Source: an optimization exercise on an open RTL-to-GDS flow (aim: a short achievable clock period). Production flows keep margins and buffers that such runs may drop.
No functional check of the RTL was part of this run.
Power is estimated from default activity; no workload was simulated.

<file path="design.v">
package video_pkg;
	typedef logic [31:0] pixel_t;
	typedef logic [7:0] luma_t;
	typedef logic [15:0] dim_t;
	typedef logic [31:0] block_count_t;
	typedef logic [0:0] reg_addr_t;
	localparam int blue_lsb = 0;
	localparam int green_lsb = 8;
	localparam int red_lsb = 16;
	localparam int channel_width = 8;
	localparam int block_size = 8;
	localparam int samples_per_block = block_size * block_size;
	localparam int block_shift = $clog2(samples_per_block);
	localparam reg_addr_t reg_addr_width = 1'b0;
	localparam reg_addr_t reg_addr_height = 1'b1;
endpackage
package noise_pkg;
	typedef logic [13:0] sum_t;
	typedef logic [21:0] sum_sq_t;
	typedef logic [15:0] variance_t;
	typedef struct packed {
		logic sof;
		logic [6:0] third_sum;
		logic [6:0] third_carry;
		logic [1:0] rem_third;
	} pixel_thirds_t;
	typedef enum logic [1:0] {
		idle,
		collect,
		report
	} estimator_state_t;
endpackage
`timescale 1ns/1ns
module frame_config_regs (
	input logic clk,
	input logic reset,
	input logic reg_wr_en,
	input video_pkg::reg_addr_t reg_addr,
	input video_pkg::dim_t reg_wdata,
	input video_pkg::reg_addr_t reg_rd_addr,
	output video_pkg::dim_t reg_rdata,
	output video_pkg::block_count_t blocks
);
	video_pkg::dim_t width_reg;
	video_pkg::dim_t height_reg;
	logic [15:0] pp_ll, pp_lh, pp_hl, pp_hh;
	logic [31:0] area_reg;
	always_ff @(posedge clk) begin
		if (reset) begin
			width_reg <= '0;
			height_reg <= '0;
		end else if (reg_wr_en) begin
			case (reg_addr)
				video_pkg::reg_addr_width: width_reg <= reg_wdata;
				video_pkg::reg_addr_height: height_reg <= reg_wdata;
				default: width_reg <= width_reg;
			endcase
		end
	end
	always_ff @(posedge clk) begin
		pp_ll <= width_reg[7:0] * height_reg[7:0];
		pp_lh <= width_reg[7:0] * height_reg[15:8];
		pp_hl <= width_reg[15:8] * height_reg[7:0];
		pp_hh <= width_reg[15:8] * height_reg[15:8];
		area_reg <= {pp_hh, pp_ll} + {8'd0, pp_lh, 8'd0} + {8'd0, pp_hl, 8'd0};
	end
	assign blocks = video_pkg::block_count_t'(area_reg >> video_pkg::block_shift);
	assign reg_rdata = (reg_rd_addr == video_pkg::reg_addr_width) ? width_reg : height_reg;
endmodule
`timescale 1ns/1ns
module pixel_ingest (
	input logic clk,
	input logic reset,
	input video_pkg::pixel_t s_axis_tdata,
	input logic s_axis_tvalid,
	input logic s_axis_tuser,
	output logic s_axis_tready,
	output noise_pkg::pixel_thirds_t pixel,
	output logic sample_valid
);
	logic accept;
	logic [8:0] red, green, blue;
	logic [6:0] q_r, q_g, q_b;
	logic [2:0] rem_sum;
	function automatic logic [8:0] third_of(input logic [7:0] c);
		case (c)
			8'd0: third_of = {7'd0, 2'd0};
			8'd1: third_of = {7'd0, 2'd1};
			8'd2: third_of = {7'd0, 2'd2};
			8'd3: third_of = {7'd1, 2'd0};
			8'd4: third_of = {7'd1, 2'd1};
			8'd5: third_of = {7'd1, 2'd2};
			8'd6: third_of = {7'd2, 2'd0};
			8'd7: third_of = {7'd2, 2'd1};
			8'd8: third_of = {7'd2, 2'd2};
			8'd9: third_of = {7'd3, 2'd0};
			8'd10: third_of = {7'd3, 2'd1};
			8'd11: third_of = {7'd3, 2'd2};
			8'd12: third_of = {7'd4, 2'd0};
			8'd13: third_of = {7'd4, 2'd1};
			8'd14: third_of = {7'd4, 2'd2};
			8'd15: third_of = {7'd5, 2'd0};
			8'd16: third_of = {7'd5, 2'd1};
			8'd17: third_of = {7'd5, 2'd2};
			8'd18: third_of = {7'd6, 2'd0};
			8'd19: third_of = {7'd6, 2'd1};
			8'd20: third_of = {7'd6, 2'd2};
			8'd21: third_of = {7'd7, 2'd0};
			8'd22: third_of = {7'd7, 2'd1};
			8'd23: third_of = {7'd7, 2'd2};
			8'd24: third_of = {7'd8, 2'd0};
			8'd25: third_of = {7'd8, 2'd1};
			8'd26: third_of = {7'd8, 2'd2};
			8'd27: third_of = {7'd9, 2'd0};
			8'd28: third_of = {7'd9, 2'd1};
			8'd29: third_of = {7'd9, 2'd2};
			8'd30: third_of = {7'd10, 2'd0};
			8'd31: third_of = {7'd10, 2'd1};
			8'd32: third_of = {7'd10, 2'd2};
			8'd33: third_of = {7'd11, 2'd0};
			8'd34: third_of = {7'd11, 2'd1};
			8'd35: third_of = {7'd11, 2'd2};
			8'd36: third_of = {7'd12, 2'd0};
			8'd37: third_of = {7'd12, 2'd1};
			8'd38: third_of = {7'd12, 2'd2};
			8'd39: third_of = {7'd13, 2'd0};
			8'd40: third_of = {7'd13, 2'd1};
			8'd41: third_of = {7'd13, 2'd2};
			8'd42: third_of = {7'd14, 2'd0};
			8'd43: third_of = {7'd14, 2'd1};
			8'd44: third_of = {7'd14, 2'd2};
			8'd45: third_of = {7'd15, 2'd0};
			8'd46: third_of = {7'd15, 2'd1};
			8'd47: third_of = {7'd15, 2'd2};
			8'd48: third_of = {7'd16, 2'd0};
			8'd49: third_of = {7'd16, 2'd1};
			8'd50: third_of = {7'd16, 2'd2};
			8'd51: third_of = {7'd17, 2'd0};
			8'd52: third_of = {7'd17, 2'd1};
			8'd53: third_of = {7'd17, 2'd2};
			8'd54: third_of = {7'd18, 2'd0};
			8'd55: third_of = {7'd18, 2'd1};
			8'd56: third_of = {7'd18, 2'd2};
			8'd57: third_of = {7'd19, 2'd0};
			8'd58: third_of = {7'd19, 2'd1};
			8'd59: third_of = {7'd19, 2'd2};
			8'd60: third_of = {7'd20, 2'd0};
			8'd61: third_of = {7'd20, 2'd1};
			8'd62: third_of = {7'd20, 2'd2};
			8'd63: third_of = {7'd21, 2'd0};
			8'd64: third_of = {7'd21, 2'd1};
			8'd65: third_of = {7'd21, 2'd2};
			8'd66: third_of = {7'd22, 2'd0};
			8'd67: third_of = {7'd22, 2'd1};
			8'd68: third_of = {7'd22, 2'd2};
			8'd69: third_of = {7'd23, 2'd0};
			8'd70: third_of = {7'd23, 2'd1};
			8'd71: third_of = {7'd23, 2'd2};
			8'd72: third_of = {7'd24, 2'd0};
			8'd73: third_of = {7'd24, 2'd1};
			8'd74: third_of = {7'd24, 2'd2};
			8'd75: third_of = {7'd25, 2'd0};
			8'd76: third_of = {7'd25, 2'd1};
			8'd77: third_of = {7'd25, 2'd2};
			8'd78: third_of = {7'd26, 2'd0};
			8'd79: third_of = {7'd26, 2'd1};
			8'd80: third_of = {7'd26, 2'd2};
			8'd81: third_of = {7'd27, 2'd0};
			8'd82: third_of = {7'd27, 2'd1};
			8'd83: third_of = {7'd27, 2'd2};
			8'd84: third_of = {7'd28, 2'd0};
			8'd85: third_of = {7'd28, 2'd1};
			8'd86: third_of = {7'd28, 2'd2};
			8'd87: third_of = {7'd29, 2'd0};
			8'd88: third_of = {7'd29, 2'd1};
			8'd89: third_of = {7'd29, 2'd2};
			8'd90: third_of = {7'd30, 2'd0};
			8'd91: third_of = {7'd30, 2'd1};
			8'd92: third_of = {7'd30, 2'd2};
			8'd93: third_of = {7'd31, 2'd0};
			8'd94: third_of = {7'd31, 2'd1};
			8'd95: third_of = {7'd31, 2'd2};
			8'd96: third_of = {7'd32, 2'd0};
			8'd97: third_of = {7'd32, 2'd1};
			8'd98: third_of = {7'd32, 2'd2};
			8'd99: third_of = {7'd33, 2'd0};
			8'd100: third_of = {7'd33, 2'd1};
			8'd101: third_of = {7'd33, 2'd2};
			8'd102: third_of = {7'd34, 2'd0};
			8'd103: third_of = {7'd34, 2'd1};
			8'd104: third_of = {7'd34, 2'd2};
			8'd105: third_of = {7'd35, 2'd0};
			8'd106: third_of = {7'd35, 2'd1};
			8'd107: third_of = {7'd35, 2'd2};
			8'd108: third_of = {7'd36, 2'd0};
			8'd109: third_of = {7'd36, 2'd1};
			8'd110: third_of = {7'd36, 2'd2};
			8'd111: third_of = {7'd37, 2'd0};
			8'd112: third_of = {7'd37, 2'd1};
			8'd113: third_of = {7'd37, 2'd2};
			8'd114: third_of = {7'd38, 2'd0};
			8'd115: third_of = {7'd38, 2'd1};
			8'd116: third_of = {7'd38, 2'd2};
			8'd117: third_of = {7'd39, 2'd0};
			8'd118: third_of = {7'd39, 2'd1};
			8'd119: third_of = {7'd39, 2'd2};
			8'd120: third_of = {7'd40, 2'd0};
			8'd121: third_of = {7'd40, 2'd1};
			8'd122: third_of = {7'd40, 2'd2};
			8'd123: third_of = {7'd41, 2'd0};
			8'd124: third_of = {7'd41, 2'd1};
			8'd125: third_of = {7'd41, 2'd2};
			8'd126: third_of = {7'd42, 2'd0};
			8'd127: third_of = {7'd42, 2'd1};
			8'd128: third_of = {7'd42, 2'd2};
			8'd129: third_of = {7'd43, 2'd0};
			8'd130: third_of = {7'd43, 2'd1};
			8'd131: third_of = {7'd43, 2'd2};
			8'd132: third_of = {7'd44, 2'd0};
			8'd133: third_of = {7'd44, 2'd1};
			8'd134: third_of = {7'd44, 2'd2};
			8'd135: third_of = {7'd45, 2'd0};
			8'd136: third_of = {7'd45, 2'd1};
			8'd137: third_of = {7'd45, 2'd2};
			8'd138: third_of = {7'd46, 2'd0};
			8'd139: third_of = {7'd46, 2'd1};
			8'd140: third_of = {7'd46, 2'd2};
			8'd141: third_of = {7'd47, 2'd0};
			8'd142: third_of = {7'd47, 2'd1};
			8'd143: third_of = {7'd47, 2'd2};
			8'd144: third_of = {7'd48, 2'd0};
			8'd145: third_of = {7'd48, 2'd1};
			8'd146: third_of = {7'd48, 2'd2};
			8'd147: third_of = {7'd49, 2'd0};
			8'd148: third_of = {7'd49, 2'd1};
			8'd149: third_of = {7'd49, 2'd2};
			8'd150: third_of = {7'd50, 2'd0};
			8'd151: third_of = {7'd50, 2'd1};
			8'd152: third_of = {7'd50, 2'd2};
			8'd153: third_of = {7'd51, 2'd0};
			8'd154: third_of = {7'd51, 2'd1};
			8'd155: third_of = {7'd51, 2'd2};
			8'd156: third_of = {7'd52, 2'd0};
			8'd157: third_of = {7'd52, 2'd1};
			8'd158: third_of = {7'd52, 2'd2};
			8'd159: third_of = {7'd53, 2'd0};
			8'd160: third_of = {7'd53, 2'd1};
			8'd161: third_of = {7'd53, 2'd2};
			8'd162: third_of = {7'd54, 2'd0};
			8'd163: third_of = {7'd54, 2'd1};
			8'd164: third_of = {7'd54, 2'd2};
			8'd165: third_of = {7'd55, 2'd0};
			8'd166: third_of = {7'd55, 2'd1};
			8'd167: third_of = {7'd55, 2'd2};
			8'd168: third_of = {7'd56, 2'd0};
			8'd169: third_of = {7'd56, 2'd1};
			8'd170: third_of = {7'd56, 2'd2};
			8'd171: third_of = {7'd57, 2'd0};
			8'd172: third_of = {7'd57, 2'd1};
			8'd173: third_of = {7'd57, 2'd2};
			8'd174: third_of = {7'd58, 2'd0};
			8'd175: third_of = {7'd58, 2'd1};
			8'd176: third_of = {7'd58, 2'd2};
			8'd177: third_of = {7'd59, 2'd0};
			8'd178: third_of = {7'd59, 2'd1};
			8'd179: third_of = {7'd59, 2'd2};
			8'd180: third_of = {7'd60, 2'd0};
			8'd181: third_of = {7'd60, 2'd1};
			8'd182: third_of = {7'd60, 2'd2};
			8'd183: third_of = {7'd61, 2'd0};
			8'd184: third_of = {7'd61, 2'd1};
			8'd185: third_of = {7'd61, 2'd2};
			8'd186: third_of = {7'd62, 2'd0};
			8'd187: third_of = {7'd62, 2'd1};
			8'd188: third_of = {7'd62, 2'd2};
			8'd189: third_of = {7'd63, 2'd0};
			8'd190: third_of = {7'd63, 2'd1};
			8'd191: third_of = {7'd63, 2'd2};
			8'd192: third_of = {7'd64, 2'd0};
			8'd193: third_of = {7'd64, 2'd1};
			8'd194: third_of = {7'd64, 2'd2};
			8'd195: third_of = {7'd65, 2'd0};
			8'd196: third_of = {7'd65, 2'd1};
			8'd197: third_of = {7'd65, 2'd2};
			8'd198: third_of = {7'd66, 2'd0};
			8'd199: third_of = {7'd66, 2'd1};
			8'd200: third_of = {7'd66, 2'd2};
			8'd201: third_of = {7'd67, 2'd0};
			8'd202: third_of = {7'd67, 2'd1};
			8'd203: third_of = {7'd67, 2'd2};
			8'd204: third_of = {7'd68, 2'd0};
			8'd205: third_of = {7'd68, 2'd1};
			8'd206: third_of = {7'd68, 2'd2};
			8'd207: third_of = {7'd69, 2'd0};
			8'd208: third_of = {7'd69, 2'd1};
			8'd209: third_of = {7'd69, 2'd2};
			8'd210: third_of = {7'd70, 2'd0};
			8'd211: third_of = {7'd70, 2'd1};
			8'd212: third_of = {7'd70, 2'd2};
			8'd213: third_of = {7'd71, 2'd0};
			8'd214: third_of = {7'd71, 2'd1};
			8'd215: third_of = {7'd71, 2'd2};
			8'd216: third_of = {7'd72, 2'd0};
			8'd217: third_of = {7'd72, 2'd1};
			8'd218: third_of = {7'd72, 2'd2};
			8'd219: third_of = {7'd73, 2'd0};
			8'd220: third_of = {7'd73, 2'd1};
			8'd221: third_of = {7'd73, 2'd2};
			8'd222: third_of = {7'd74, 2'd0};
			8'd223: third_of = {7'd74, 2'd1};
			8'd224: third_of = {7'd74, 2'd2};
			8'd225: third_of = {7'd75, 2'd0};
			8'd226: third_of = {7'd75, 2'd1};
			8'd227: third_of = {7'd75, 2'd2};
			8'd228: third_of = {7'd76, 2'd0};
			8'd229: third_of = {7'd76, 2'd1};
			8'd230: third_of = {7'd76, 2'd2};
			8'd231: third_of = {7'd77, 2'd0};
			8'd232: third_of = {7'd77, 2'd1};
			8'd233: third_of = {7'd77, 2'd2};
			8'd234: third_of = {7'd78, 2'd0};
			8'd235: third_of = {7'd78, 2'd1};
			8'd236: third_of = {7'd78, 2'd2};
			8'd237: third_of = {7'd79, 2'd0};
			8'd238: third_of = {7'd79, 2'd1};
			8'd239: third_of = {7'd79, 2'd2};
			8'd240: third_of = {7'd80, 2'd0};
			8'd241: third_of = {7'd80, 2'd1};
			8'd242: third_of = {7'd80, 2'd2};
			8'd243: third_of = {7'd81, 2'd0};
			8'd244: third_of = {7'd81, 2'd1};
			8'd245: third_of = {7'd81, 2'd2};
			8'd246: third_of = {7'd82, 2'd0};
			8'd247: third_of = {7'd82, 2'd1};
			8'd248: third_of = {7'd82, 2'd2};
			8'd249: third_of = {7'd83, 2'd0};
			8'd250: third_of = {7'd83, 2'd1};
			8'd251: third_of = {7'd83, 2'd2};
			8'd252: third_of = {7'd84, 2'd0};
			8'd253: third_of = {7'd84, 2'd1};
			8'd254: third_of = {7'd84, 2'd2};
			8'd255: third_of = {7'd85, 2'd0};
			default: third_of = 9'd0;
		endcase
	endfunction
	assign accept = s_axis_tvalid & s_axis_tready;
	assign red = third_of(s_axis_tdata[video_pkg::red_lsb +: video_pkg::channel_width]);
	assign green = third_of(s_axis_tdata[video_pkg::green_lsb +: video_pkg::channel_width]);
	assign blue = third_of(s_axis_tdata[video_pkg::blue_lsb +: video_pkg::channel_width]);
	assign q_r = red[8:2];
	assign q_g = green[8:2];
	assign q_b = blue[8:2];
	assign rem_sum = 3'(red[1:0]) + 3'(green[1:0]) + 3'(blue[1:0]);
	always_ff @(posedge clk) begin
		if (reset) begin
			s_axis_tready <= 1'b0;
		end else begin
			s_axis_tready <= 1'b1;
		end
	end
	always_ff @(posedge clk) begin
		if (reset) begin
			sample_valid <= 1'b0;
		end else begin
			sample_valid <= accept;
		end
	end
	always_ff @(posedge clk) begin
		pixel.sof <= s_axis_tuser;
		pixel.third_sum <= q_r ^ q_g ^ q_b;
		pixel.third_carry <= (q_r & q_g) | (q_r & q_b) | (q_g & q_b);
		pixel.rem_third <= (rem_sum >= 3'd6) ? 2'd2 : (rem_sum >= 3'd3) ? 2'd1 : 2'd0;
	end
endmodule
`timescale 1ns/1ns
module block_stats (
	input logic clk,
	input logic reset,
	input noise_pkg::pixel_thirds_t pixel,
	input logic sample_valid,
	input noise_pkg::variance_t min_var,
	output logic frame_start,
	output logic result_valid,
	output noise_pkg::sum_sq_t part_sum_sq,
	output logic [15:0] last_sq,
	output logic [15:0] mean_sq,
	output logic [16:0] mean_sq_min
);
	logic [video_pkg::block_shift-1:0] sample_count;
	logic count_zero;
	logic count_last;
	logic first_sample;
	logic last_sample;
	video_pkg::luma_t luma;
	noise_pkg::sum_t acc_sum;
	noise_pkg::sum_t acc_gated;
	noise_pkg::sum_t sum_next;
	video_pkg::luma_t luma_d;
	noise_pkg::sum_t blk_sum;
	logic valid_d2;
	logic first_d2;
	logic blk_valid;
	logic sof_d1;
	logic [15:0] luma_sq;
	logic [15:0] blk_mean_sq;
	logic [16:0] blk_mean_sq_min;
	logic valid_d3;
	logic first_d3;
	noise_pkg::sum_sq_t acc_sum_sq;
	logic [7:0] l_s, l_c;
	assign l_s = {1'b0, pixel.third_sum} ^ {pixel.third_carry, 1'b0} ^ {6'd0, pixel.rem_third};
	assign l_c = ({1'b0, pixel.third_sum} & {pixel.third_carry, 1'b0})
		| ({1'b0, pixel.third_sum} & {6'd0, pixel.rem_third})
		| ({pixel.third_carry, 1'b0} & {6'd0, pixel.rem_third});
	assign luma = l_s + {l_c[6:0], 1'b0};
	assign first_sample = pixel.sof | count_zero;
	assign last_sample = !pixel.sof && count_last;
	assign acc_gated = first_sample ? noise_pkg::sum_t'(0) : acc_sum;
	logic [13:0] s_a, s_b, s_c, s1_s, s1_c, s2_s, s2_c;
	assign s_a = {7'd0, pixel.third_sum};
	assign s_b = {6'd0, pixel.third_carry, 1'b0};
	assign s_c = {12'd0, pixel.rem_third};
	assign s1_s = s_a ^ s_b ^ s_c;
	assign s1_c = {((s_a & s_b) | (s_a & s_c) | (s_b & s_c)), 1'b0};
	assign s2_s = acc_gated ^ s1_s ^ s1_c;
	assign s2_c = {((acc_gated & s1_s) | (acc_gated & s1_c) | (s1_s & s1_c)), 1'b0};
	assign sum_next = s2_s + s2_c;
	always_ff @(posedge clk) begin
		if (reset) begin
			sample_count <= '0;
			count_zero <= 1'b1;
			count_last <= 1'b0;
		end else if (sample_valid) begin
			if (pixel.sof) begin
				sample_count <= video_pkg::block_shift'(1);
				count_zero <= 1'b0;
				count_last <= 1'b0;
			end else begin
				sample_count <= sample_count + 1'b1;
				count_zero <= count_last;
				count_last <= (sample_count == video_pkg::samples_per_block - 2);
			end
		end
	end
	always_ff @(posedge clk) begin
		if (sample_valid)
			acc_sum <= sum_next;
	end
	always_ff @(posedge clk) begin
		luma_d <= luma;
		blk_sum <= sum_next;
		valid_d2 <= sample_valid;
		first_d2 <= first_sample;
	end
	square8 u_luma_sq (.x(luma_d), .y(luma_sq));
	square8 u_mean_sq (.x(blk_sum[13:6]), .y(blk_mean_sq));
	square8_add u_mean_sq_min (.x(blk_sum[13:6]), .a(min_var), .y(blk_mean_sq_min));
	always_ff @(posedge clk) begin
		last_sq <= luma_sq;
		mean_sq <= blk_mean_sq;
		mean_sq_min <= blk_mean_sq_min;
		valid_d3 <= valid_d2;
		first_d3 <= first_d2;
	end
	always_ff @(posedge clk) begin
		if (valid_d3)
			acc_sum_sq <= (first_d3 ? noise_pkg::sum_sq_t'(0) : acc_sum_sq) + noise_pkg::sum_sq_t'(last_sq);
	end
	assign part_sum_sq = acc_sum_sq;
	always_ff @(posedge clk) begin
		if (reset) begin
			blk_valid <= 1'b0;
			result_valid <= 1'b0;
			sof_d1 <= 1'b0;
			frame_start <= 1'b0;
		end else begin
			blk_valid <= sample_valid & last_sample;
			result_valid <= blk_valid;
			sof_d1 <= sample_valid & pixel.sof;
			frame_start <= sof_d1;
		end
	end
endmodule
module square8 (
	input logic [7:0] x,
	output logic [15:0] y
);
	logic t_1;
	logic t_2;
	logic t_3;
	logic t_4;
	logic t_5;
	logic t_6;
	logic t_7;
	logic t_8;
	logic t_9;
	logic t_10;
	logic t_11;
	logic t_12;
	logic t_13;
	logic t_14;
	logic t_15;
	logic t_16;
	logic t_17;
	logic t_18;
	logic t_19;
	logic t_20;
	logic t_21;
	logic t_22;
	logic t_23;
	logic t_24;
	logic t_25;
	logic t_26;
	logic t_27;
	logic t_28;
	logic t_29;
	logic t_30;
	assign t_1 = (x[0] & x[7]) ^ (x[1] & x[6]);
	assign t_2 = (x[0] & x[7]) & (x[1] & x[6]);
	assign t_3 = (x[0] & x[5]) ^ (x[1] & x[4]);
	assign t_4 = (x[0] & x[5]) & (x[1] & x[4]);
	assign t_5 = (x[0] & x[6]) ^ (x[1] & x[5]);
	assign t_6 = (x[0] & x[6]) & (x[1] & x[5]);
	assign t_7 = t_1 ^ (x[2] & x[5]) ^ (x[3] & x[4]);
	assign t_8 = (t_1 & (x[2] & x[5])) | (t_1 & (x[3] & x[4])) | ((x[2] & x[5]) & (x[3] & x[4]));
	assign t_9 = t_2 ^ (x[1] & x[7]) ^ (x[2] & x[6]);
	assign t_10 = (t_2 & (x[1] & x[7])) | (t_2 & (x[2] & x[6])) | ((x[1] & x[7]) & (x[2] & x[6]));
	assign t_11 = (x[2] & x[7]) ^ (x[3] & x[6]) ^ (x[4] & x[5]);
	assign t_12 = ((x[2] & x[7]) & (x[3] & x[6])) | ((x[2] & x[7]) & (x[4] & x[5])) | ((x[3] & x[6]) & (x[4] & x[5]));
	assign t_13 = (x[0] & x[3]) ^ (x[1] & x[2]);
	assign t_14 = (x[0] & x[3]) & (x[1] & x[2]);
	assign t_15 = (x[0] & x[4]) ^ (x[1] & x[3]);
	assign t_16 = (x[0] & x[4]) & (x[1] & x[3]);
	assign t_17 = t_3 ^ (x[2] & x[3]) ^ x[3];
	assign t_18 = (t_3 & (x[2] & x[3])) | (t_3 & x[3]) | ((x[2] & x[3]) & x[3]);
	assign t_19 = t_4 ^ t_5 ^ (x[2] & x[4]);
	assign t_20 = (t_4 & t_5) | (t_4 & (x[2] & x[4])) | (t_5 & (x[2] & x[4]));
	assign t_21 = t_6 ^ t_7 ^ x[4];
	assign t_22 = (t_6 & t_7) | (t_6 & x[4]) | (t_7 & x[4]);
	assign t_23 = t_8 ^ t_9 ^ (x[3] & x[5]);
	assign t_24 = (t_8 & t_9) | (t_8 & (x[3] & x[5])) | (t_9 & (x[3] & x[5]));
	assign t_25 = t_10 ^ t_11 ^ x[5];
	assign t_26 = (t_10 & t_11) | (t_10 & x[5]) | (t_11 & x[5]);
	assign t_27 = t_12 ^ (x[3] & x[7]) ^ (x[4] & x[6]);
	assign t_28 = (t_12 & (x[3] & x[7])) | (t_12 & (x[4] & x[6])) | ((x[3] & x[7]) & (x[4] & x[6]));
	assign t_29 = (x[4] & x[7]) ^ (x[5] & x[6]) ^ x[6];
	assign t_30 = ((x[4] & x[7]) & (x[5] & x[6])) | ((x[4] & x[7]) & x[6]) | ((x[5] & x[6]) & x[6]);
	assign y = {1'b0, (x[6] & x[7]), t_30, t_28, t_26, t_24, t_22, t_20, t_18, t_16, t_14, t_13, (x[0] & x[2]), (x[0] & x[1]), 1'b0, x[0]} + {1'b0, x[7], (x[5] & x[7]), t_29, t_27, t_25, t_23, t_21, t_19, t_17, t_15, x[2], 1'b0, x[1], 1'b0, 1'b0};
endmodule
module square8_add (
	input logic [7:0] x,
	input logic [15:0] a,
	output logic [16:0] y
);
	logic t_1;
	logic t_2;
	logic t_3;
	logic t_4;
	logic t_5;
	logic t_6;
	logic t_7;
	logic t_8;
	logic t_9;
	logic t_10;
	logic t_11;
	logic t_12;
	logic t_13;
	logic t_14;
	logic t_15;
	logic t_16;
	logic t_17;
	logic t_18;
	logic t_19;
	logic t_20;
	logic t_21;
	logic t_22;
	logic t_23;
	logic t_24;
	logic t_25;
	logic t_26;
	logic t_27;
	logic t_28;
	logic t_29;
	logic t_30;
	logic t_31;
	logic t_32;
	logic t_33;
	logic t_34;
	logic t_35;
	logic t_36;
	logic t_37;
	logic t_38;
	logic t_39;
	logic t_40;
	logic t_41;
	logic t_42;
	logic t_43;
	logic t_44;
	logic t_45;
	logic t_46;
	logic t_47;
	logic t_48;
	logic t_49;
	logic t_50;
	logic t_51;
	logic t_52;
	logic t_53;
	logic t_54;
	logic t_55;
	logic t_56;
	assign t_1 = (x[0] & x[5]) ^ (x[1] & x[4]);
	assign t_2 = (x[0] & x[5]) & (x[1] & x[4]);
	assign t_3 = (x[0] & x[6]) ^ (x[1] & x[5]);
	assign t_4 = (x[0] & x[6]) & (x[1] & x[5]);
	assign t_5 = (x[0] & x[7]) ^ (x[1] & x[6]) ^ (x[2] & x[5]);
	assign t_6 = ((x[0] & x[7]) & (x[1] & x[6])) | ((x[0] & x[7]) & (x[2] & x[5])) | ((x[1] & x[6]) & (x[2] & x[5]));
	assign t_7 = (x[3] & x[4]) ^ x[4];
	assign t_8 = (x[3] & x[4]) & x[4];
	assign t_9 = (x[1] & x[7]) ^ (x[2] & x[6]) ^ (x[3] & x[5]);
	assign t_10 = ((x[1] & x[7]) & (x[2] & x[6])) | ((x[1] & x[7]) & (x[3] & x[5])) | ((x[2] & x[6]) & (x[3] & x[5]));
	assign t_11 = (x[2] & x[7]) ^ (x[3] & x[6]) ^ (x[4] & x[5]);
	assign t_12 = ((x[2] & x[7]) & (x[3] & x[6])) | ((x[2] & x[7]) & (x[4] & x[5])) | ((x[3] & x[6]) & (x[4] & x[5]));
	assign t_13 = (x[0] & x[3]) ^ (x[1] & x[2]);
	assign t_14 = (x[0] & x[3]) & (x[1] & x[2]);
	assign t_15 = (x[0] & x[4]) ^ (x[1] & x[3]);
	assign t_16 = (x[0] & x[4]) & (x[1] & x[3]);
	assign t_17 = t_1 ^ (x[2] & x[3]) ^ x[3];
	assign t_18 = (t_1 & (x[2] & x[3])) | (t_1 & x[3]) | ((x[2] & x[3]) & x[3]);
	assign t_19 = t_2 ^ t_3 ^ (x[2] & x[4]);
	assign t_20 = (t_2 & t_3) | (t_2 & (x[2] & x[4])) | (t_3 & (x[2] & x[4]));
	assign t_21 = t_4 ^ t_5 ^ t_7;
	assign t_22 = (t_4 & t_5) | (t_4 & t_7) | (t_5 & t_7);
	assign t_23 = t_6 ^ t_8 ^ t_9;
	assign t_24 = (t_6 & t_8) | (t_6 & t_9) | (t_8 & t_9);
	assign t_25 = t_10 ^ t_11 ^ x[5];
	assign t_26 = (t_10 & t_11) | (t_10 & x[5]) | (t_11 & x[5]);
	assign t_27 = t_12 ^ (x[3] & x[7]) ^ (x[4] & x[6]);
	assign t_28 = (t_12 & (x[3] & x[7])) | (t_12 & (x[4] & x[6])) | ((x[3] & x[7]) & (x[4] & x[6]));
	assign t_29 = (x[4] & x[7]) ^ (x[5] & x[6]) ^ x[6];
	assign t_30 = ((x[4] & x[7]) & (x[5] & x[6])) | ((x[4] & x[7]) & x[6]) | ((x[5] & x[6]) & x[6]);
	assign t_31 = (x[0] & x[1]) ^ x[1];
	assign t_32 = (x[0] & x[1]) & x[1];
	assign t_33 = (x[0] & x[2]) ^ a[3];
	assign t_34 = (x[0] & x[2]) & a[3];
	assign t_35 = t_13 ^ x[2] ^ a[4];
	assign t_36 = (t_13 & x[2]) | (t_13 & a[4]) | (x[2] & a[4]);
	assign t_37 = t_14 ^ t_15 ^ a[5];
	assign t_38 = (t_14 & t_15) | (t_14 & a[5]) | (t_15 & a[5]);
	assign t_39 = t_16 ^ t_17 ^ a[6];
	assign t_40 = (t_16 & t_17) | (t_16 & a[6]) | (t_17 & a[6]);
	assign t_41 = t_18 ^ t_19 ^ a[7];
	assign t_42 = (t_18 & t_19) | (t_18 & a[7]) | (t_19 & a[7]);
	assign t_43 = t_20 ^ t_21 ^ a[8];
	assign t_44 = (t_20 & t_21) | (t_20 & a[8]) | (t_21 & a[8]);
	assign t_45 = t_22 ^ t_23 ^ a[9];
	assign t_46 = (t_22 & t_23) | (t_22 & a[9]) | (t_23 & a[9]);
	assign t_47 = t_24 ^ t_25 ^ a[10];
	assign t_48 = (t_24 & t_25) | (t_24 & a[10]) | (t_25 & a[10]);
	assign t_49 = t_26 ^ t_27 ^ a[11];
	assign t_50 = (t_26 & t_27) | (t_26 & a[11]) | (t_27 & a[11]);
	assign t_51 = t_28 ^ t_29 ^ a[12];
	assign t_52 = (t_28 & t_29) | (t_28 & a[12]) | (t_29 & a[12]);
	assign t_53 = t_30 ^ (x[5] & x[7]) ^ a[13];
	assign t_54 = (t_30 & (x[5] & x[7])) | (t_30 & a[13]) | ((x[5] & x[7]) & a[13]);
	assign t_55 = (x[6] & x[7]) ^ x[7] ^ a[14];
	assign t_56 = ((x[6] & x[7]) & x[7]) | ((x[6] & x[7]) & a[14]) | (x[7] & a[14]);
	assign y = {1'b0, t_56, t_54, t_52, t_50, t_48, t_46, t_44, t_42, t_40, t_38, t_36, t_34, t_32, t_31, a[1], x[0]} + {1'b0, a[15], t_55, t_53, t_51, t_49, t_47, t_45, t_43, t_41, t_39, t_37, t_35, t_33, a[2], 1'b0, a[0]};
endmodule
`timescale 1ns/1ns
module noise_estimator (
	input logic clk,
	input logic reset,
	input video_pkg::block_count_t blocks,
	input logic frame_start,
	input logic result_valid,
	input noise_pkg::sum_sq_t part_sum_sq,
	input logic [15:0] last_sq,
	input logic [15:0] mean_sq,
	input logic [16:0] mean_sq_min,
	output noise_pkg::variance_t min_var,
	output noise_pkg::variance_t estimated_noise,
	output logic estimated_noise_ready
);
	noise_pkg::estimator_state_t state;
	video_pkg::block_count_t blk_count_next;
	logic last_block;
	noise_pkg::variance_t variance;
	logic [23:0] below_diff;
	logic take_result;
	logic frame_done;
	noise_pkg::variance_t var_reg;
	logic below_reg;
	logic take_reg;
	noise_pkg::variance_t min_new;
	logic [21:0] v_x, v_y, v_z, v_s, v_c, v_r;
	assign v_x = part_sum_sq;
	assign v_y = 22'(last_sq);
	assign v_z = ~{mean_sq, 6'd0};
	assign v_s = v_x ^ v_y ^ v_z;
	assign v_c = (v_x & v_y) | (v_x & v_z) | (v_y & v_z);
	assign v_r = v_s + {v_c[20:0], 1'b1};
	assign variance = v_r[21:6];
	logic [23:0] d_x, d_y, d_z, d_s, d_c;
	assign d_x = 24'(part_sum_sq);
	assign d_y = 24'(last_sq);
	assign d_z = ~{1'b0, mean_sq_min, 6'd0};
	assign d_s = d_x ^ d_y ^ d_z;
	assign d_c = (d_x & d_y) | (d_x & d_z) | (d_y & d_z);
	assign below_diff = d_s + {d_c[22:0], 1'b1};
	assign take_result = (state == noise_pkg::collect) && result_valid && !frame_start;
	assign frame_done = take_result && last_block;
	always_ff @(posedge clk) begin
		if (reset) begin
			state <= noise_pkg::idle;
			blk_count_next <= video_pkg::block_count_t'(1);
		end else begin
			case (state)
				noise_pkg::idle: begin
					if (frame_start) begin
						state <= noise_pkg::collect;
						blk_count_next <= video_pkg::block_count_t'(1);
					end
				end
				noise_pkg::collect: begin
					if (frame_start) begin
						blk_count_next <= video_pkg::block_count_t'(1);
					end else if (take_result) begin
						blk_count_next <= blk_count_next + video_pkg::block_count_t'(1);
						if (frame_done)
							state <= noise_pkg::report;
					end
				end
				noise_pkg::report: begin
					if (frame_start) begin
						state <= noise_pkg::collect;
						blk_count_next <= video_pkg::block_count_t'(1);
					end else begin
						state <= noise_pkg::idle;
					end
				end
				default: state <= noise_pkg::idle;
			endcase
		end
	end
	always_ff @(posedge clk) begin
		last_block <= (blk_count_next == blocks);
	end
	always_ff @(posedge clk) begin
		var_reg <= variance;
		below_reg <= below_diff[23];
		take_reg <= take_result;
	end
	assign min_new = below_reg ? var_reg : min_var;
	always_ff @(posedge clk) begin
		if (frame_start)
			min_var <= '1;
		else if (take_reg)
			min_var <= min_new;
	end
	assign estimated_noise = min_new;
	assign estimated_noise_ready = (state == noise_pkg::report);
endmodule
`timescale 1ns/1ns
module noise_top (
	input logic clk,
	input logic reset,
	input logic reg_wr_en,
	input video_pkg::reg_addr_t reg_addr,
	input video_pkg::dim_t reg_wdata,
	input video_pkg::reg_addr_t reg_rd_addr,
	output video_pkg::dim_t reg_rdata,
	input video_pkg::pixel_t s_axis_tdata,
	input logic s_axis_tvalid,
	input logic s_axis_tuser,
	output logic s_axis_tready,
	output noise_pkg::variance_t estimated_noise,
	output logic estimated_noise_ready
);
	video_pkg::block_count_t blocks;
	noise_pkg::pixel_thirds_t pixel;
	logic sample_valid;
	logic frame_start;
	logic result_valid;
	noise_pkg::sum_sq_t part_sum_sq;
	logic [15:0] last_sq;
	logic [15:0] mean_sq;
	logic [16:0] mean_sq_min;
	noise_pkg::variance_t min_var;
	frame_config_regs u_regs (
		.clk(clk),
		.reset(reset),
		.reg_wr_en(reg_wr_en),
		.reg_addr(reg_addr),
		.reg_wdata(reg_wdata),
		.reg_rd_addr(reg_rd_addr),
		.reg_rdata(reg_rdata),
		.blocks(blocks)
	);
	pixel_ingest u_ingest (
		.clk(clk),
		.reset(reset),
		.s_axis_tdata(s_axis_tdata),
		.s_axis_tvalid(s_axis_tvalid),
		.s_axis_tuser(s_axis_tuser),
		.s_axis_tready(s_axis_tready),
		.pixel(pixel),
		.sample_valid(sample_valid)
	);
	block_stats u_stats (
		.clk(clk),
		.reset(reset),
		.pixel(pixel),
		.sample_valid(sample_valid),
		.min_var(min_var),
		.frame_start(frame_start),
		.result_valid(result_valid),
		.part_sum_sq(part_sum_sq),
		.last_sq(last_sq),
		.mean_sq(mean_sq),
		.mean_sq_min(mean_sq_min)
	);
	noise_estimator u_estimator (
		.clk(clk),
		.reset(reset),
		.blocks(blocks),
		.frame_start(frame_start),
		.result_valid(result_valid),
		.part_sum_sq(part_sum_sq),
		.last_sq(last_sq),
		.mean_sq(mean_sq),
		.mean_sq_min(mean_sq_min),
		.min_var(min_var),
		.estimated_noise(estimated_noise),
		.estimated_noise_ready(estimated_noise_ready)
	);
endmodule
</file>
<file path="run.sh">
#!/bin/bash
# synth_recipe.tcl (not shown) runs the flow's synth.tcl, then flattens the netlist and writes it again
# the make line also repeats each setting of config.mk as NAME=value (left out here)
make -C /OpenROAD-flow-scripts/flow DESIGN_CONFIG=/design/flow/config.mk WORK_HOME=/design/flow/orfs CLKGATE_MAP_FILE= SYNTH_SCRIPT=/design/flow/synth_recipe.tcl finish
</file>
<file path="constraint.sdc">
create_clock -name core_clock -period 7.0 [get_ports {clk}]
set_input_delay 1.4000 -clock core_clock [delete_from_list [all_inputs] [get_ports {clk}]]
set_output_delay 1.4000 -clock core_clock [all_outputs]
set_load 0.01 [all_outputs]
</file>
<file path="config.mk">
export PLATFORM = sky130hd
export DESIGN_NAME = noise_top
export DESIGN_NICKNAME = noise_top
export VERILOG_FILES = /design/flow/design.v
export SDC_FILE = /design/flow/constraint.sdc
export NUM_CORES = 4
export LEC_CHECK = 0
export CAP_MARGIN = 20
export CORE_MARGIN = 2
export CORE_UTILIZATION = 40
export SETUP_SLACK_MARGIN = 3.6
export SLEW_MARGIN = 20
export TNS_END_PERCENT = 100
</file>
==> run summary <==
-- cells in the final DEF, fill, tap and decap left out, types with 38 or more instances in the layout --
| cell | n |
|---|---|
| a21o_1 | 46 |
| a21oi_1 | 141 |
| and2_1 | 207 |
| buf_4 | 150 |
| buf_6 | 45 |
| clkbuf_16 | 43 |
| dfxtp_1 | 236 |
| dfxtp_4 | 38 |
| fa_1 | 214 |
| ha_1 | 274 |
| ha_4 | 38 |
| inv_1 | 407 |
| inv_2 | 38 |
| nand2_1 | 294 |
| nand3_1 | 43 |
| nor2_1 | 190 |
| o21ai_0 | 148 |
| xnor2_1 | 85 |
| xor2_1 | 71 |
-- what timing repair did --
| action | in CTS | in global routing |
|---|---|---|
| gates resized for setup | 399 | 223 |
| hold buffers | 0 | 0 |
| cloned | 5 | 3 |
| buffers inserted | 131 | 61 |
| setup endpoints to repair | 100 | 94 |
| pin swaps | 78 | 127 |
-- per-stage QoR --
step	power [mW]	util (%)
floorplan	5.21	-
global placement	6.02	43.5
detailed placement	6.06	43.5
CTS	8.49	48.3
global route	9.41	50.2
finish	8.64	50.2
-- Yosys cell counts, types with 40 or more instances --
library cell	n
nand2b_1	40
nand2_1	310
nand3_1	45
xnor2_1	99
o21ai_0	181
fa_1	229
a21o_1	46
and2_1	240
xor2_1	76
dfxtp_1	283
a21oi_1	173
nor2b_1	40
nor2_1	206
clkbuf_1	105
inv_1	449
ha_1	318
-- cell type report --
cell class / instances / area share [%]
clock inverters: 18 / 0.524
inverters: 452 / 4.87
diodes: 1 / 0.00708
flip-flops and latches: 319 / 19.5
multi-input cells: 2421 / 60.4
well taps: 940 / 3.33
clock buffers: 56 / 3.28
repair buffers: 289 / 8.06
-- critical path, cell delays in order, from the launching register on --
cell	delay [ns]
dfxtp_4	0.39
buf_8	0.15
buf_4	0.14
and2_1	0.16
fa_1	0.50
fa_1	0.44
fa_1	0.54
inv_1	0.05
fa_1	0.39
inv_1	0.08
ha_1	0.29
a21o_1	0.21
o21ai_2	0.16
or4b_4	0.46
o311ai_1	0.10
-- layer usage --
metal  global-route usage (%)  wire length [um]  up-vias  share of wire (%)
li1                         -                 -    11400                  -
met1                     25.7             33300    10900                 48
met2                     30.6             31800      388                 46
met3                     2.53              2740      106                3.9
met4                     5.09              1820        0                2.6
met5                        0                 0        -                  0
-- cell families (layout without fill, tap and decap cells) --
group / count (synthesis) / count (layout) / share of synthesized area [%]
and+or+nand+nor: 1018 / 1018 / 17.6
muxes: 61 / 61 / 2.27
AOI/OAI and AO/OA: 620 / 620 / 13.6
other: 0 / 1 / 0
adders and majority gates: 547 / 547 / 30.0
DFF: 319 / 319 / 23.6
buffers and inverters: 570 / 815 / 7.52
xor gates and xnor gates: 175 / 175 / 5.36
-- power breakdown --
part / internal [mW] / switching [mW] / leakage [nW]
registers: 2.21 / 0.211 / 2.68
logic: 1.96 / 2.17 / 13.2
clock network: 1.24 / 0.837 / 0.665
-- worst paths after layout --
check,from,end,slack (ns),cells past startpoint
hold reg to reg,u_stats.first_d2,u_stats.first_d3,0.33,0
hold / removal,u_stats.first_d2,u_stats.first_d3,0.33,0
setup reg to reg,u_regs.height_reg[10],u_regs.pp_hh[13],2.82,14
setup / recovery,u_regs.height_reg[10],u_regs.pp_hh[13],2.82,14
==> flow_metrics.py <==
metrics = {
    "placed_design": {
        "dp_slack_ns": 1.78,
        "dp.cells": 4221,
        "gp_congestion": 0.832,
        "placed_cell_area_mm2": 0.0306,
        "port_buffers": 80,
        "hpwl_mm": 48.6,
    },
    "global_route": {
        "grt_pass1_wl_mm": 114,
        "antenna_found_initial": 3,
        "overflow": 0,
        "grt_start_max_net_pins": 43,
        "grt_pass1_vias": 22400,
        "gr-usage-all-layers_pct": 18.7,
    },
    "setup_path": {
        "crit_fanout": 8,
        "setup.worst_path.class": "reg -> reg",
        "critPathCaptureType": "flip-flop",
        "required_ns": 7.47,
        "crit_arrival_ns": 4.64,
        "cp-start-kind": "flip-flop",
    },
    "logic_synthesis": {
        "synth_cell_types": 82,
        "syn_inst": 3310,
        "synth_ff_type": "dfxtp_1",
        "synth_sequential_area_ratio_pct": 23.6,
        "ys_ff_latch": 319,
        "synth_area_mm2": 0.0286,
        "yosysTopAreaCell": "dfxtp_1",
        "synth-edff-count": 36,
        "synth_top_area_share_pct": 19.8,
        "syn_area_per_cell_um2": 8.63,
        "yosysWarnings": 4,
        "synth_area_leaders": "dfxtp_1, fa_1, ha_1, inv_1, and2_1",
        "async_reset_ff_share_pct": 0,
        "synth.net_count": 3912,
    },
    "cts": {
        "tritoncts": "built",
        "cts_buffer_depth": 3,
        "clock_latency_ns": 0.57,
        "cts_root_buf": "clkbuf_16",
        "clock-sinks": 319,
        "clk_pin_slew_ns": 0.06,
        "numCtsBuffers": 40,
        "htree_levels": 2,
    },
    "sta": {
        "fin_setup_tns_ns": 0,
        "slew_headroom_pct": 29.5,
        "hold_ws_ns": 0.329,
        "clock_skew_ns": 0.0261,
        "fmax_mhz": 239,
        "hold_violations": 0,
        "final-setup-viol-count": 0,
        "fin_crit_ns": 4.18,
        "post-route-period-util_pct": 59.7,
        "grt_setup_unrepaired": "true",
        "fin_ws_ns": 2.82,
        "worst_pin_slew_ns": 1.06,
        "drv_slew": 0,
    },
    "power_and_ir_drop": {
        "ir_drop_v": 0.000209,
        "p_leak_nw": 16.5,
        "power_density_mw_per_mm2": 244,
    },
    "cells_and_area": {
        "finish.instance_area_mm2": 0.0354,
        "regArea_mm2": 0.00690,
        "fill_cells": 6692,
        "instances_no_fill": 4496,
        "multi_input_area_mm2": 0.0214,
        "drive_above_1_share_pct": 20.0,
        "area_growth_pct": 23.7,
        "largest_reg_flops": 32,
        "fin_nets": 4125,
    },
    "routing": {
        "routed_wl_mm": 69.7,
        "drtIter0Drc": 1067,
        "drcViolationCount": 0,
        "ant_nets": 0,
        "post_drt_wl_per_cell_um": 15.5,
        "firstDrtPassIters": 6,
        "vias_per_cell": 5.07,
        "vias": 22800,
    },
    "status": {
        "status": "timing/DRC/antenna clean",
    },
    "die": {
        "core_mm2": 0.0704,
        "dieHeight_um": 271,
        "die-area_mm2": 0.0736,
        "die_width_um": 271,
        "ios": 89,
        "row_count": 97,
        "start_util_pct": 40.6,
    },
    "worst_hold_path": {
        "min_path_type": "reg -> reg",
    },
    "flow_run": {
        "max-cap-violations": 0,
    },
}

-- static timing again, ports no longer ideal --
In the flow no input, the clock included, has a driving cell. The finished layout below was timed again as built, in two steps. Step 1: set_driving_cell puts a clkbuf_16 on clk and a buf_2 on each other input, an assumption about the parent block. Step 2 adds t to the input delays and takes it off the output delays; t is the mean of the earliest and latest rising clock arrival at the registers after step 1. Input paths then give back, and output paths get back, about the clock's delay inside the block. a / b / c = no drivers / after step 1 / after step 2; a / b = the first two.
t, ns: 0.615
slack for setup (ns): 2.821 / 2.821 / 2.821
hold WS [ns]: 0.329 / 0.329 / 0.329
worst setup path at the end: register to register
clock arrival spread, ns: 0.026 / 0.027
After both steps this run still meets setup and hold. The setup slack of this run moves by 0.000 ns with the drivers and by 0.000 ns with both steps.
